Background: an optimization exercise with open tools, aiming at small area. Do not read the settings as production practice.
Only simulation tests tie the RTL to the original design; equivalence was not proved.
Power and IR drop assume default switching activity.

**design/flow/run.sh**
```bash
#!/bin/bash
# synth_recipe.tcl (not shown) runs the flow's synth.tcl, then flattens the netlist and writes it again
# the make line also repeats each setting of config.mk as NAME=value (left out here)
make -C /OpenROAD-flow-scripts/flow DESIGN_CONFIG=/design/flow/config.mk WORK_HOME=/design/flow/orfs CLKGATE_MAP_FILE= SYNTH_SCRIPT=/design/flow/synth_recipe.tcl finish
```
**design/flow/design.v**
```verilog
package flr_csr_pkg;
    localparam logic [15:0] DFH_OFS     = 16'h0000;
    localparam logic [15:0] SCRATCH_OFS = 16'h0008;
    localparam logic [15:0] TESTPAD_OFS = 16'h0028;
    localparam logic [63:0] ERR_DATA    = 64'hFFFF_FFFF_FFFF_FFFF;
    localparam int RSP_TAG_MAX_W = 16;
    typedef enum logic [1:0] {
        FLR_IDLE  = 2'd0,
        FLR_DRAIN = 2'd1,
        FLR_CLEAR = 2'd2,
        FLR_ACK   = 2'd3
    } flr_state_e;
    typedef struct packed {
        logic [63:0]              data;
        logic [RSP_TAG_MAX_W-1:0] tag;
        logic                     err;
    } rsp_t;
    function automatic logic is_aligned(input logic [2:0] addr_lsb);
        is_aligned = (addr_lsb == 3'b000);
    endfunction
endpackage
module flr_csr_rsp_fifo
(
    input  logic       clk,
    input  logic       rst_n,
    input  logic       push,
    input  flr_csr_pkg::rsp_t       push_data,
    input  logic       pop,
    output flr_csr_pkg::rsp_t       head,
    output logic [1:0] count
);
    flr_csr_pkg::rsp_t       ent0_q, ent0_d;
    flr_csr_pkg::rsp_t       ent1_q, ent1_d;
    logic [1:0] cnt_q, cnt_d;
    logic       push_s;
    logic       pop_s;
    always_comb begin
        ent0_d = ent0_q;
        ent1_d = ent1_q;
        cnt_d  = cnt_q;
        push_s = push && (cnt_q != 2'd2);
        pop_s  = pop && (cnt_q != 2'd0);
        case ({push_s, pop_s})
            2'b10: begin
                if (cnt_q == 2'd0) begin
                    ent0_d = push_data;
                end else begin
                    ent1_d = push_data;
                end
                cnt_d = cnt_q + 2'd1;
            end
            2'b01: begin
                ent0_d = ent1_q;
                cnt_d  = cnt_q - 2'd1;
            end
            2'b11: begin
                ent0_d = push_data;
            end
            default: begin
                cnt_d = cnt_q;
            end
        endcase
    end
    always_ff @(posedge clk) begin
        if (!rst_n) begin
            ent0_q <= '0;
            ent1_q <= '0;
            cnt_q  <= 2'd0;
        end else begin
            ent0_q <= ent0_d;
            ent1_q <= ent1_d;
            cnt_q  <= cnt_d;
        end
    end
    assign head  = ent0_q;
    assign count = cnt_q;
endmodule
module flr_csr_responder
#(
    parameter int          NUM_FUNCS = 4,
    parameter logic [63:0] DFH_VALUE = 64'h3000000010000020,
    parameter logic [19:0] WIN_BASE  = 20'h10000,
    parameter int          TAG_W     = 10
) (
    input  logic             clk,
    input  logic             rst_n,
    input  logic             req_valid,
    output logic             req_ready,
    input  logic             req_write,
    input  logic [3:0]       req_func,
    input  logic [19:0]      req_addr,
    input  logic [63:0]      req_wdata,
    input  logic [TAG_W-1:0] req_tag,
    output logic             rsp_valid,
    input  logic             rsp_ready,
    output logic [63:0]      rsp_data,
    output logic [TAG_W-1:0] rsp_tag,
    output logic             rsp_err,
    input  logic             flr_req_valid,
    output logic             flr_req_ready,
    input  logic [3:0]       flr_func,
    output logic             flr_ack
);
    flr_csr_pkg::flr_state_e  state_q, state_d;
    logic [3:0]  flr_func_q, flr_func_d;
    logic        flr_ack_q, flr_ack_d;
    logic        flr_req_ready_q, flr_req_ready_d;
    logic        req_ready_q, req_ready_d;
    logic [NUM_FUNCS-1:0][63:0] scratch_q;
    logic [NUM_FUNCS-1:0][63:0] scratch_d;
    logic [NUM_FUNCS-1:0][63:0] testpad_q;
    logic [NUM_FUNCS-1:0][63:0] testpad_d;
    logic        accept_s;
    logic        pop_s;
    logic        push_s;
    logic        req_err_s;
    logic [63:0] rd_data_s;
    logic [63:0] sel_scratch_s;
    logic [63:0] sel_testpad_s;
    logic [15:0] offset_s;
    flr_csr_pkg::rsp_t        push_data_s;
    flr_csr_pkg::rsp_t        fifo_head_s;
    logic [1:0]  fifo_cnt_s;
    logic [1:0]  fifo_cnt_next_s;
    logic        rsp_tag_unused_s;
    assign accept_s = req_valid && req_ready_q;
    assign pop_s    = rsp_valid && rsp_ready;
    assign offset_s = req_addr[15:0];
    always_comb begin
        sel_scratch_s = 64'd0;
        sel_testpad_s = 64'd0;
        for (int i = 0; i < NUM_FUNCS; i++) begin
            if (req_func == 4'(i)) begin
                sel_scratch_s = scratch_q[i];
                sel_testpad_s = testpad_q[i];
            end else begin
                sel_scratch_s = sel_scratch_s;
                sel_testpad_s = sel_testpad_s;
            end
        end
        req_err_s = (req_addr[19:16] != WIN_BASE[19:16])
                 || !flr_csr_pkg::is_aligned(req_addr[2:0])
                 || ({28'd0, req_func} >= 32'(NUM_FUNCS))
                 || (((state_q == flr_csr_pkg::FLR_DRAIN) || (state_q == flr_csr_pkg::FLR_CLEAR)) && (req_func == flr_func_q));
        case (offset_s)
            flr_csr_pkg::DFH_OFS:     rd_data_s = DFH_VALUE;
            flr_csr_pkg::SCRATCH_OFS: rd_data_s = sel_scratch_s;
            flr_csr_pkg::TESTPAD_OFS: rd_data_s = sel_testpad_s;
            default:     rd_data_s = 64'd0;
        endcase
        push_s           = accept_s && (!req_write || req_err_s);
        push_data_s.data = req_err_s ? flr_csr_pkg::ERR_DATA : rd_data_s;
        push_data_s.tag  = flr_csr_pkg::RSP_TAG_MAX_W'(req_tag);
        push_data_s.err  = req_err_s;
    end
    always_comb begin
        case ({push_s, pop_s})
            2'b10:   fifo_cnt_next_s = fifo_cnt_s + 2'd1;
            2'b01:   fifo_cnt_next_s = fifo_cnt_s - 2'd1;
            default: fifo_cnt_next_s = fifo_cnt_s;
        endcase
    end
    always_comb begin
        scratch_d = scratch_q;
        testpad_d = testpad_q;
        for (int i = 0; i < NUM_FUNCS; i++) begin
            if (accept_s && req_write && !req_err_s && (req_func == 4'(i))) begin
                if (offset_s == flr_csr_pkg::SCRATCH_OFS) begin
                    scratch_d[i] = req_wdata;
                end else if (offset_s == flr_csr_pkg::TESTPAD_OFS) begin
                    testpad_d[i] = req_wdata;
                end else begin
                    scratch_d[i] = scratch_d[i];
                end
            end else begin
                scratch_d[i] = scratch_d[i];
            end
            if ((state_q == flr_csr_pkg::FLR_CLEAR) && (flr_func_q == 4'(i))) begin
                scratch_d[i] = 64'd0;
                testpad_d[i] = 64'd0;
            end else begin
                testpad_d[i] = testpad_d[i];
            end
        end
    end
    always_comb begin
        state_d    = state_q;
        flr_func_d = flr_func_q;
        case (state_q)
            flr_csr_pkg::FLR_IDLE: begin
                if (flr_req_valid && flr_req_ready_q) begin
                    flr_func_d = flr_func;
                    if ({28'd0, flr_func} >= 32'(NUM_FUNCS)) begin
                        state_d = flr_csr_pkg::FLR_ACK;
                    end else begin
                        state_d = flr_csr_pkg::FLR_DRAIN;
                    end
                end else begin
                    state_d = flr_csr_pkg::FLR_IDLE;
                end
            end
            flr_csr_pkg::FLR_DRAIN: begin
                if (fifo_cnt_next_s == 2'd0) begin
                    state_d = flr_csr_pkg::FLR_CLEAR;
                end else begin
                    state_d = flr_csr_pkg::FLR_DRAIN;
                end
            end
            flr_csr_pkg::FLR_CLEAR: state_d = flr_csr_pkg::FLR_ACK;
            flr_csr_pkg::FLR_ACK:   state_d = flr_csr_pkg::FLR_IDLE;
            default:   state_d = flr_csr_pkg::FLR_IDLE;
        endcase
        flr_ack_d       = (state_d == flr_csr_pkg::FLR_ACK);
        flr_req_ready_d = (state_d == flr_csr_pkg::FLR_IDLE);
        req_ready_d     = (fifo_cnt_next_s != 2'd2) && (state_d != flr_csr_pkg::FLR_CLEAR);
    end
    always_ff @(posedge clk) begin
        if (!rst_n) begin
            state_q         <= flr_csr_pkg::FLR_IDLE;
            flr_func_q      <= 4'd0;
            flr_ack_q       <= 1'b0;
            flr_req_ready_q <= 1'b1;
            req_ready_q     <= 1'b0;
        end else begin
            state_q         <= state_d;
            flr_func_q      <= flr_func_d;
            flr_ack_q       <= flr_ack_d;
            flr_req_ready_q <= flr_req_ready_d;
            req_ready_q     <= req_ready_d;
        end
    end
    always_ff @(posedge clk) begin
        if (!rst_n) begin
            for (int i = 0; i < NUM_FUNCS; i++) begin
                scratch_q[i] <= 64'd0;
                testpad_q[i] <= 64'd0;
            end
        end else begin
            scratch_q <= scratch_d;
            testpad_q <= testpad_d;
        end
    end
    flr_csr_rsp_fifo u_rsp_fifo (
        .clk       (clk),
        .rst_n     (rst_n),
        .push      (push_s),
        .push_data (push_data_s),
        .pop       (pop_s),
        .head      (fifo_head_s),
        .count     (fifo_cnt_s)
    );
    assign rsp_tag_unused_s = ^fifo_head_s.tag;
    assign rsp_valid     = (fifo_cnt_s != 2'd0);
    assign rsp_data      = fifo_head_s.data;
    assign rsp_tag       = fifo_head_s.tag[TAG_W-1:0];
    assign rsp_err       = fifo_head_s.err;
    assign req_ready     = req_ready_q;
    assign flr_req_ready = flr_req_ready_q;
    assign flr_ack       = flr_ack_q;
endmodule
```
**design/flow/config.mk**
```make
export PLATFORM = sky130hd
export DESIGN_NAME = flr_csr_responder
export DESIGN_NICKNAME = flr_csr_responder
export VERILOG_FILES = /design/flow/design.v
export SDC_FILE = /design/flow/constraint.sdc
export NUM_CORES = 4
export LEC_CHECK = 0
export CAP_MARGIN = 20
export CORE_MARGIN = 2
export CORE_UTILIZATION = 40
export PLACE_DENSITY = 0.6
export SLEW_MARGIN = 20
```
**design/flow/constraint.sdc**
```tcl
create_clock -name core_clock -period 5.0 [get_ports {clk}]
set_input_delay 1.0000 -clock core_clock [delete_from_list [all_inputs] [get_ports {clk}]]
set_output_delay 1.0000 -clock core_clock [all_outputs]
set_load 0.01 [all_outputs]
```
==> reports/qor.yml <==
status: "complete, no violations"
p_per_area_nw_per_um2: 409.4
setup_tns_ns: 0
port_buffers: 186
synth_async_sr_flop_share: 0
cts_setup_buffers: 0
htree_levels: 3
setup_ws_ns: 1.024
clock-skew-final_ns: 0.02212
ys_top_cells_by_area: "dfxtp_1, nand2_1, mux4_2, a21oi_1, a21oi_2"
slew_headroom: 0.2785
clk_pin_slew_ns: 0.06
netlist_area_um2: 29180
crit_family: "simple AND/OR/NAND/NOR gates"
hold_buffers: 0
leakage_uw: 0.01074
clk_latency_ns: 0.63
post-route-cell-area_um2: 33530
worstMarginPinSlew_ns: 1.082
start_kind: "primary input"
grt_pass1_wl_um: 143200
grt.total_usage: 0.2432
synth.most_common_cell: "nand2_1"
cts_resized: 0
design.core.area_um2: 72590
die_x_um: 274.1
required_ns: 5.48
placed_area_um2: 31160
syn_to_final_growth_pct: 14.89
timing.fmax_ghz: 0.2515
cp_slowest_stage_delay_ns: 0.80
synth_cell_type_count: 58
grt_overflow_total: 0
avgViaCountPerCell: 5.496
crit_type: "in -> reg"
row_count: 99
synth_top_area_frac: 0.4617
avgRoutedWirePerCell_um: 21.01
grt_pass1_vias: 24010
hold_viol: 0
cts_tree: "yes"
yosysSeqAreaShare: 0.4617
rsz0062_at_grt: "false"
drv_cap: 0
setup_viol: 0
min_period_over_period: 0.7952
dieArea_um2: 75140
crit_buf_inv: 3
grt_max_degree: 129
crit_start: "req_func[3]"
drive_above_1_share: 0.1426
root_buffer: "clkbuf_16"
initial_core_util: 0.4021
ys_seq_elements: 673
syn-num-nets: 3492
numCtsBuffers: 74
r2r_start: "flr_func_q[0]$_SDFFE_PN0P_"
synth_area_per_cell_um2: 8.650
drc: 0
synth_commonest_cells: "nand2_1, dfxtp_1, a21oi_1, a21oi_2, clkbuf_1"
pre_cts_slack_ns: 0.4187
antenna_found_initial: 4
ioPinCount: 187
period_minus_slack_ns: 3.976
drt-initial-drc-count: 1827
slew_violations: 0
crit_fanout: 57
hold_start: "testpad_q[177]$_SDFFE_PP0P_"
detail-route-antenna-nets: 0
fp.dieH_um: 274.1
gp_congestion: 0.7717
hpwlAfterDp_um: 50810
hp-class: "reg -> reg"
end_kind: "register"
critPathSlowestCell: "nand3_4"
nets: 3469
crit_arrival_ns: 4.45
synth_ff_type: "dfxtp_1"
crit_path_cell_trace: "clkdlybuf4s50_1 -> xor2_1 -> o41ai_2 -> o21bai_1 -> inv_1 -> nand2b_1 -> ha_1 -> inv_2 -> nand3_4 -> nor3b_1 -> a211oi_1"
cts.sinks: 673
ys_warn_count: 2
num_vias: 24020
synth_edf_count: 0
cts_max_path_buffers: 3
layout.cells.non_filler: 4370
r2r_setup_slack_ns: 1.34
synth.largest_area_cell: "dfxtp_1"
dp.cells: 4234
ir_drop_mv: 0.2246
wl_um: 91820
drtPass1Iterations: 6
synth_cells: 3374
-- stage by stage --
step	total power [uW]	hold WS [ns]	utilization
after detailed placement	8477	0.4398	0.4293
final	13730	0.4460	0.4619
after floorplan	7345	0.4284	-
after global placement	8465	0.4348	0.4289
after global routing	14290	0.4629	0.4619
after CTS	13860	0.4475	0.4619
-- final timing paths --
check / end / cells past startpoint
worst max-delay path: u_rsp_fifo.ent0_q[45]$_SDFFE_PN0P_ / 11
worst min-delay path: testpad_q[177]$_SDFFE_PP0P_ / 2
worst max register to register: u_rsp_fifo.ent0_q[45]$_SDFFE_PN0P_ / 10
worst min register to register: testpad_q[177]$_SDFFE_PP0P_ / 2
-- flip-flops by register name, indices dropped and copies added, names as in the netlist --
register,count
scratch_q,256
testpad_q,256
u_rsp_fifo.ent0_q,75
u_rsp_fifo.ent1_q,75
flr_func_q,4
state_q,2
u_rsp_fifo.cnt_q,2
flr_ack_q,1
flr_req_ready_q,1
req_ready_q,1
-- where the power goes --
part           total [uW]  switching (uW)  internal (uW)
sequential           5990             237           5760
clock                5380            2270           3110
combinational        2350            1340           1010
-- cells by family after synthesis --
logic type / share of synthesized area
AND/OR/NAND/NOR: 0.1877
AO/OA/AOI/OAI: 0.1790
flip-flops: 0.4617
buffers and inverters: 0.06341
multiplexers: 0.1022
adder cells (fa/ha/maj): 0.004287
XOR/XNOR: 0.001801
-- worst reg2reg max path: cells and delay by family, from the launching register on --
kind                     cells  cell delay [ns]
XOR/XNOR                     1             0.17
AO/OA/AOI/OAI                3             0.68
buffers and inverters        2             0.52
flip-flops                   1             0.50
adder cells (fa/ha/maj)      1             0.23
AND/OR/NAND/NOR              3             1.42
-- area by class of cell --
cell class	count	area [um2]
antenna	2	5.005
clock inverter	23	202.7
clock buffer	111	2163
sequential	673	13470
inverter	13	50.05
fill	7044	39060
tap	959	1200
multi-input combinational	2349	14000
timing repair buffer	240	2432
-- layout by cell type (no fill, tap or decap), types with 15 or more instances in the layout --
cell type and instances:
a21oi_1 409, a21oi_2 158, a22o_1 30, buf_4 42, clkbuf_1 22, clkbuf_16 76
clkbuf_8 15, clkdlybuf4s50_1 184, clkinv_2 17, dfxtp_1 673, mux2_2 31, mux2i_1 56
mux4_2 92, nand2_1 1060, nor2_1 113, nor3_1 114, o22ai_1 57, o2bb2ai_1 86
-- routing by layer --
metal,track usage,part of all wire,vias to the layer above
met5,0,0.00034,-
met4,0.07122,0.021,4
met3,0.03731,0.058,146
met2,0.4141,0.48,720
met1,0.3184,0.44,11690
li1,-,-,11460

[static timing again, ports no longer ideal]
No port has a modelled driver above. Below, the same layout with a new extraction and two added sets of constraints.
Step 1: set_driving_cell puts a clkbuf_16 on clk and a buf_2 on each other input, an assumption about the parent block.
Step 2, shift: input delay + t, output delay - t, t = (earliest + latest rising clock arrival at the registers) / 2. This alone moves slack from input paths to output paths.
Three values: ideal ports, drivers, drivers and shift; two values: the first two.
shift t [ns]: 0.683
setup slack, ns: 1.024 / 1.061 / 0.378
worst hold slack (ns): 0.446 / 0.446 / 0.446
After both steps setup and hold are still met in this run. For this run, drivers alone change the setup slack by +0.037 ns; drivers and shift together by -0.646 ns.
